What follows belongs to an exercise in optimizing a design on an open flow for small area, a short achievable clock period and few clock cycles per item; a production flow would make more cautious choices. In this exercise RTL edits were held to simulation tests only and were not proved equivalent to the original.

`config.mk`:
```
export PLATFORM = sky130hd
export DESIGN_NAME = fft8_stream
export DESIGN_NICKNAME = fft8_stream
export VERILOG_FILES = /design/flow/design.v
export SDC_FILE = /design/flow/constraint.sdc
export NUM_CORES = 4
export LEC_CHECK = 0
export CAP_MARGIN = 20
export CORE_MARGIN = 2
export CORE_UTILIZATION = 40
export SLEW_MARGIN = 20
```
`run.sh`:
```
#!/bin/bash
# synth_recipe.tcl (not shown) runs the flow's synth.tcl, then flattens the netlist and writes it again
# the make line also repeats each setting of config.mk as NAME=value (left out here)
make -C /OpenROAD-flow-scripts/flow DESIGN_CONFIG=/design/flow/config.mk WORK_HOME=/design/flow/orfs CLKGATE_MAP_FILE= SYNTH_SCRIPT=/design/flow/synth_recipe.tcl finish
```
`design.v`:
```
module fft8_stream #(
    parameter int WIDTH    = 16,
    parameter int TW_WIDTH = 16,
    parameter int TAG_W    = 4
) (
    input  logic                    clk,
    input  logic                    rst,
    input  logic                    in_valid,
    output logic                    in_ready,
    input  logic [8*WIDTH-1:0]      in_re,
    input  logic [8*WIDTH-1:0]      in_im,
    input  logic                    in_inv,
    input  logic                    in_scale,
    input  logic [TAG_W-1:0]        in_tag,
    output logic                    out_valid,
    input  logic                    out_ready,
    output logic [8*WIDTH-1:0]      out_re,
    output logic [8*WIDTH-1:0]      out_im,
    output logic [TAG_W-1:0]        out_tag,
    output logic                    out_ovf
);
    function automatic logic signed [63:0] c_calc(input int tw);
        logic signed [63:0] x, r, t;
        x = 64'sd1 <<< (2 * tw - 3);
        r = 0;
        for (int b = 30; b >= 0; b--) begin
            t = r + (64'sd1 <<< b);
            if (t * t <= x) r = t;
        end
        if (x - r * r > r) r = r + 1;
        c_calc = r;
    endfunction
    function automatic int br3(input int x);
        br3 = ((x & 1) << 2) | (x & 2) | ((x >> 2) & 1);
    endfunction
    localparam int PW = WIDTH + TW_WIDTH + 4;
    typedef logic signed [PW-1:0] wide_t;
    localparam wide_t MAXV = wide_t'((64'sd1 <<< (WIDTH - 1)) - 64'sd1);
    localparam wide_t MINV = ~MAXV;
    localparam wide_t RND  = wide_t'(64'sd1 <<< (TW_WIDTH - 2));
    localparam wide_t CW   = wide_t'(c_calc(TW_WIDTH));
    function automatic logic [WIDTH:0] post(input wide_t v, input logic sc);
        wide_t t;
        t = sc ? (v + wide_t'(1)) >>> 1 : v;
        if (t > MAXV) post = {1'b1, MAXV[WIDTH-1:0]};
        else if (t < MINV) post = {1'b1, MINV[WIDTH-1:0]};
        else post = {1'b0, t[WIDTH-1:0]};
    endfunction
    function automatic wide_t rnd(input wide_t p);
        rnd = (p + RND) >>> (TW_WIDTH - 1);
    endfunction
    logic signed [WIDTH-1:0] x_re [0:7];
    logic signed [WIDTH-1:0] x_im [0:7];
    logic signed [WIDTH-1:0] y_re [0:7];
    logic signed [WIDTH-1:0] y_im [0:7];
    for (genvar k = 0; k < 8; k++) begin : g_io
        assign x_re[k] = in_re[WIDTH*k +: WIDTH];
        assign x_im[k] = in_im[WIDTH*k +: WIDTH];
        assign out_re[WIDTH*k +: WIDTH] = y_re[k];
        assign out_im[WIDTH*k +: WIDTH] = y_im[k];
    end
    logic en;
    assign en       = !out_valid || out_ready;
    assign in_ready = en;
    logic signed [WIDTH-1:0] n1_re [0:7];
    logic signed [WIDTH-1:0] n1_im [0:7];
    logic signed [WIDTH-1:0] n2_re [0:7];
    logic signed [WIDTH-1:0] n2_im [0:7];
    logic signed [WIDTH-1:0] n3_re [0:7];
    logic signed [WIDTH-1:0] n3_im [0:7];
    logic signed [WIDTH-1:0] s1_re [0:7];
    logic signed [WIDTH-1:0] s1_im [0:7];
    logic signed [WIDTH-1:0] s2_re [0:7];
    logic signed [WIDTH-1:0] s2_im [0:7];
    logic [3:0] ov1, ov2, ov3;
    logic             s1_v, s1_inv, s1_sc, s1_ovf;
    logic             s2_v, s2_sc, s2_ovf;
    logic [TAG_W-1:0] s1_tag, s2_tag;
    for (genvar n = 0; n < 4; n++) begin : g_s1
        wide_t ar, ai, br, bi, dr, di, tr, ti;
        logic [WIDTH:0] q0, q1, q2, q3;
        assign ar = wide_t'(x_re[n]);
        assign ai = wide_t'(x_im[n]);
        assign br = wide_t'(x_re[n+4]);
        assign bi = wide_t'(x_im[n+4]);
        assign dr = ar - br;
        assign di = ai - bi;
        if (n == 0) begin : g_w0
            assign tr = dr;
            assign ti = di;
        end else if (n == 2) begin : g_w2
            assign tr = in_inv ? -di : di;
            assign ti = in_inv ? dr : -dr;
        end else begin : g_wm
            wide_t wr, wi;
            assign wr = (n == 1) ? CW : -CW;
            assign wi = in_inv ? CW : -CW;
            assign tr = rnd(dr * wr - di * wi);
            assign ti = rnd(dr * wi + di * wr);
        end
        assign q0 = post(ar + br, in_scale);
        assign q1 = post(ai + bi, in_scale);
        assign q2 = post(tr, in_scale);
        assign q3 = post(ti, in_scale);
        assign n1_re[n]   = q0[WIDTH-1:0];
        assign n1_im[n]   = q1[WIDTH-1:0];
        assign n1_re[n+4] = q2[WIDTH-1:0];
        assign n1_im[n+4] = q3[WIDTH-1:0];
        assign ov1[n] = q0[WIDTH] | q1[WIDTH] | q2[WIDTH] | q3[WIDTH];
    end
    for (genvar h = 0; h < 2; h++) begin : g_s2h
        for (genvar m = 0; m < 2; m++) begin : g_s2
            localparam int A = 4 * h + m;
            localparam int B = A + 2;
            wide_t ar, ai, br, bi, dr, di, tr, ti;
            logic [WIDTH:0] q0, q1, q2, q3;
            assign ar = wide_t'(s1_re[A]);
            assign ai = wide_t'(s1_im[A]);
            assign br = wide_t'(s1_re[B]);
            assign bi = wide_t'(s1_im[B]);
            assign dr = ar - br;
            assign di = ai - bi;
            if (m == 0) begin : g_w0
                assign tr = dr;
                assign ti = di;
            end else begin : g_wj
                assign tr = s1_inv ? -di : di;
                assign ti = s1_inv ? dr : -dr;
            end
            assign q0 = post(ar + br, s1_sc);
            assign q1 = post(ai + bi, s1_sc);
            assign q2 = post(tr, s1_sc);
            assign q3 = post(ti, s1_sc);
            assign n2_re[A] = q0[WIDTH-1:0];
            assign n2_im[A] = q1[WIDTH-1:0];
            assign n2_re[B] = q2[WIDTH-1:0];
            assign n2_im[B] = q3[WIDTH-1:0];
            assign ov2[2*h+m] = q0[WIDTH] | q1[WIDTH] | q2[WIDTH] | q3[WIDTH];
        end
    end
    for (genvar i = 0; i < 4; i++) begin : g_s3
        localparam int RA = br3(2 * i);
        localparam int RB = br3(2 * i + 1);
        wide_t ar, ai, br, bi;
        logic [WIDTH:0] q0, q1, q2, q3;
        assign ar = wide_t'(s2_re[2*i]);
        assign ai = wide_t'(s2_im[2*i]);
        assign br = wide_t'(s2_re[2*i+1]);
        assign bi = wide_t'(s2_im[2*i+1]);
        assign q0 = post(ar + br, s2_sc);
        assign q1 = post(ai + bi, s2_sc);
        assign q2 = post(ar - br, s2_sc);
        assign q3 = post(ai - bi, s2_sc);
        assign n3_re[RA] = q0[WIDTH-1:0];
        assign n3_im[RA] = q1[WIDTH-1:0];
        assign n3_re[RB] = q2[WIDTH-1:0];
        assign n3_im[RB] = q3[WIDTH-1:0];
        assign ov3[i] = q0[WIDTH] | q1[WIDTH] | q2[WIDTH] | q3[WIDTH];
    end
    always_ff @(posedge clk or posedge rst) begin
        if (rst) begin
            s1_v      <= 1'b0;
            s1_inv    <= 1'b0;
            s1_sc     <= 1'b0;
            s1_ovf    <= 1'b0;
            s1_tag    <= '0;
            s2_v      <= 1'b0;
            s2_sc     <= 1'b0;
            s2_ovf    <= 1'b0;
            s2_tag    <= '0;
            out_valid <= 1'b0;
            out_ovf   <= 1'b0;
            out_tag   <= '0;
            for (int k = 0; k < 8; k++) begin
                s1_re[k]  <= '0;
                s1_im[k]  <= '0;
                s2_re[k]  <= '0;
                s2_im[k]  <= '0;
                y_re[k]   <= '0;
                y_im[k]   <= '0;
            end
        end else if (en) begin
            s1_v      <= in_valid;
            s1_inv    <= in_inv;
            s1_sc     <= in_scale;
            s1_tag    <= in_tag;
            s1_ovf    <= in_valid && (|ov1);
            s2_v      <= s1_v;
            s2_sc     <= s1_sc;
            s2_tag    <= s1_tag;
            s2_ovf    <= s1_ovf || (s1_v && (|ov2));
            out_valid <= s2_v;
            out_tag   <= s2_tag;
            out_ovf   <= s2_ovf || (s2_v && (|ov3));
            for (int k = 0; k < 8; k++) begin
                s1_re[k]  <= n1_re[k];
                s1_im[k]  <= n1_im[k];
                s2_re[k]  <= n2_re[k];
                s2_im[k]  <= n2_im[k];
                y_re[k]   <= n3_re[k];
                y_im[k]   <= n3_im[k];
            end
        end
    end
endmodule
```
`constraint.sdc`:
```
create_clock -name core_clock -period 18.0 [get_ports {clk}]
set_input_delay 3.6000 -clock core_clock [delete_from_list [all_inputs] [get_ports {clk}]]
set_output_delay 3.6000 -clock core_clock [all_outputs]
set_load 0.01 [all_outputs]
```
==> results.sh <==
export IMPL_critPathLaunchType="primary input"
export IMPL_die_area_um2=387000
export IMPL_clock_root_buffer="clkbuf_16"
export IMPL_vias=134000
export IMPL_grt_first_pass_wirelength_mm=772
export IMPL_outcome="no timing/DRC/antenna violations"
export IMPL_max_cap_violations=0
export IMPL_antenna_found_initial=23
export IMPL_worst_slack_ns=0.729
export IMPL_clkSlewWorstSetupHoldPaths_ns=0.06
export IMPL_clk_latency_ns=0.76
export IMPL_worstSetupPathType="primary input to register"
export IMPL_tightest_slew_ns=1.16
export IMPL_drt_iter0_drc=11300
export IMPL_htreeDepth=3
export IMPL_cp_arrival_ns=17.88
export IMPL_drive_gt1_share_pct=6.55
export IMPL_initial_core_util_pct=40.2
export IMPL_hold_worst_slack_ns=0.464
export IMPL_timing_final_crit_period_ns=17.27
export IMPL_cpMaxStageDelayCell="fa_2"
export IMPL_preCtsSetupSlack_ns=-0.722
export IMPL_setup_viol=0
export IMPL_tns_ns=0
export IMPL_dpl_cell_count=24200
export IMPL_placementRows=226
export IMPL_ys_async_sr_fraction_pct=100
export IMPL_ys_seq_area_share_pct=12.9
export IMPL_gp_congestion=0.987
export IMPL_grt_max_degree=211
export IMPL_cts_path_max_buffers=3
export IMPL_die_h_um=622
export IMPL_cts_tree="yes"
export IMPL_hold_buffers=0
export IMPL_coreArea_um2=379000
export IMPL_slew_headroom_pct=22.1
export IMPL_syn_instance_count=18700
export IMPL_yosysTopAreaCell="fa_1"
export IMPL_cp_data_required_time_ns=18.61
export IMPL_crit_fanout=8
export IMPL_area_growth_pct=11.8
export IMPL_clkSinkCount=789
export IMPL_io_buffers=528
export IMPL_ys_flop_type="dfrtp_1"
export IMPL_ys_types=136
export IMPL_vias_per_cell=5.48
export IMPL_wl_per_cell_um=20.8
export IMPL_ant_nets=0
export IMPL_fin_skew_ns=0.0361
export IMPL_finalWirelength_mm=507
export IMPL_yosysWarnings=15
export IMPL_cts_buffers=89
export IMPL_hpwlAfterDp_mm=435
export IMPL_max_stage_delay_ns=0.57
export IMPL_grt_use_total_pct=25.5
export IMPL_synth_top_area_share_pct=18.4
export IMPL_die_width_um=622
export IMPL_fin_nets=22800
export IMPL_avgSynthCellArea_um2=8.17
export IMPL_synth_most_common_cell="inv_1"
export IMPL_grt_pass1_vias=125000
export IMPL_slew_violations=0
export IMPL_nFillCells=37900
export IMPL_hold_path_class="register to register"
export IMPL_synth_area_leaders="fa_1 (18%), ha_1 (15%), dfrtp_1 (13%)"
export IMPL_fin_crit_sh_pct=95.9
export IMPL_fin_cells=24400
export IMPL_hold_viol_final=0
export IMPL_drc=0
export IMPL_synth_seq_cells=789
export IMPL_cp_end_kind="register"
export IMPL_synth_area_um2=153000
export IMPL_synthTopCellsByCount="inv_1 (2805), ha_1 (1876), a21oi_1 (1424), fa_1 (1404), nand2_1 (1395)"
export IMPL_synth_edf_count=0
export IMPL_max_freq_mhz=57.9
export IMPL_io_pins=529
export IMPL_grt_overflow=0
export IMPL_cp_common_cell="fa_1"
export IMPL_dr_pass1_iters=8
[final timing paths]
kind                              from     endpoint  slack, ns  depth (start not counted)
max in group asynchronous          rst  s1_re[2][0]      10.91                          6
max reg2reg                s1_re[6][2]       s2_ovf      11.28                         20
min                         out_tag[0]   out_tag[0]       0.46                          2
max                          in_im[48]       s1_ovf       0.73                         64
min in group asynchronous          rst  y_im[3][11]       3.30                          2
min reg2reg                 out_tag[0]   out_tag[0]       0.46                          2
[cell families (layout without fill, tap and decap cells)]
| family | after synthesis | in the layout | synth area share [%] |
|---|---|---|---|
| other cells | 2 | 15 | 0.00492 |
| xor+xnor | 1092 | 1092 | 6.32 |
| flops | 789 | 789 | 12.9 |
| compound gates | 4571 | 4571 | 19.1 |
| mux | 156 | 156 | 1.05 |
| buf+inv | 3578 | 4258 | 8.85 |
| fa+ha+maj | 3798 | 3798 | 37.2 |
| simple gates | 4701 | 4701 | 14.6 |
[state kept, by name, indices dropped and copies added, names as in the netlist, 4 cells and up]
signal and flops:
out_tag 4, s2_tag 4, s1_re 128, s2_re 128
s1_im 128, s1_tag 4, s2_im 128, y_re 128
y_im 128
[layout by cell type (no fill, tap or decap), types with 526 or more instances in the layout]
| master | count |
|---|---|
| inv_1 | 2800 |
| dfrtp_1 | 786 |
| nand2_1 | 1395 |
| nor2_1 | 1384 |
| clkdlybuf4s50_1 | 526 |
| buf_4 | 733 |
| xnor2_1 | 790 |
| fa_1 | 1402 |
| o21ai_0 | 1109 |
| a21oi_1 | 1405 |
| ha_1 | 1874 |
[layer usage]
| layer | track usage (%) | part of all wire [%] |
|---|---|---|
| met5 | 0 | 0.0085 |
| met4 | 6.92 | 3.0 |
| met3 | 2.68 | 5.5 |
| met2 | 40.0 | 44 |
| met1 | 37.0 | 47 |
[per-stage QoR]
stage	utilization [%]	instance area, um2
finish	45.0	171000
global route	45.0	171000
CTS	44.8	170000
detailed placement	44.0	167000
global placement	44.0	167000
floorplan	-	153000
[critical path: cells and delay by family]
kind                       cells  cell delay (ns)
xor gates and xnor gates       3             0.53
adders and majority gates     16             7.14
AOI/OAI and AO/OA             22             3.76
buffers and inverters         14             1.57
and+or+nand+nor                9             1.26
[cell type report]
class                           count  area (um2)  share of cell area, %
Antenna cell                        9        22.5                 0.0132
Clock buffer                      118        2440                   1.43
Timing Repair Buffer             1278       11100                   6.49
Tap cell                         5016        6280                   3.68
Clock inverter                     46         614                  0.360
Multi-Input combinational cell  14300      120000                   70.3
Inverter                         2816       10600                   6.21
Sequential cell                   789       19800                   11.6
[repair_timing]
action | CTS | global route
cloned | 0 | 1
endpoints found under the hold margin | 0 | 0
pin swaps | 0 | 26
endpoints found under the setup margin | 1 | 47
buffers inserted | 0 | 8
resized for setup | 1 | 94
Testbench counts, summed over its fixed seeds: cycles 9,624, frames 9,600.

==> port drivers added, routing unchanged <==
The results above use ideal ports. As a check the final layout listed here was re-extracted and re-timed, cells and wires unchanged.
Step 1: set_driving_cell puts a clkbuf_16 on clk and a buf_2 on each other input, an assumption about the parent block.
Step 2 moves the port delays by t, midway between the first and last clock arrival at a register: inputs arrive t later, outputs are due t later. That takes back most of the time a late clock gives input paths.
Slacks: ideal ports / drivers / drivers and shift; pairs: ideal ports / drivers.
t, ns: 0.820
slack for setup (ns): 0.729 / 0.787 / -0.032
worst setup path at the end: input to register
worst slew at a driven data input, ns: 0.19
pins driven straight from the clock port: 1
With both steps, setup timing fails in this run, where it was met with ideal ports. The setup slack of this run moves by +0.058 ns with the drivers and by -0.761 ns with both steps.
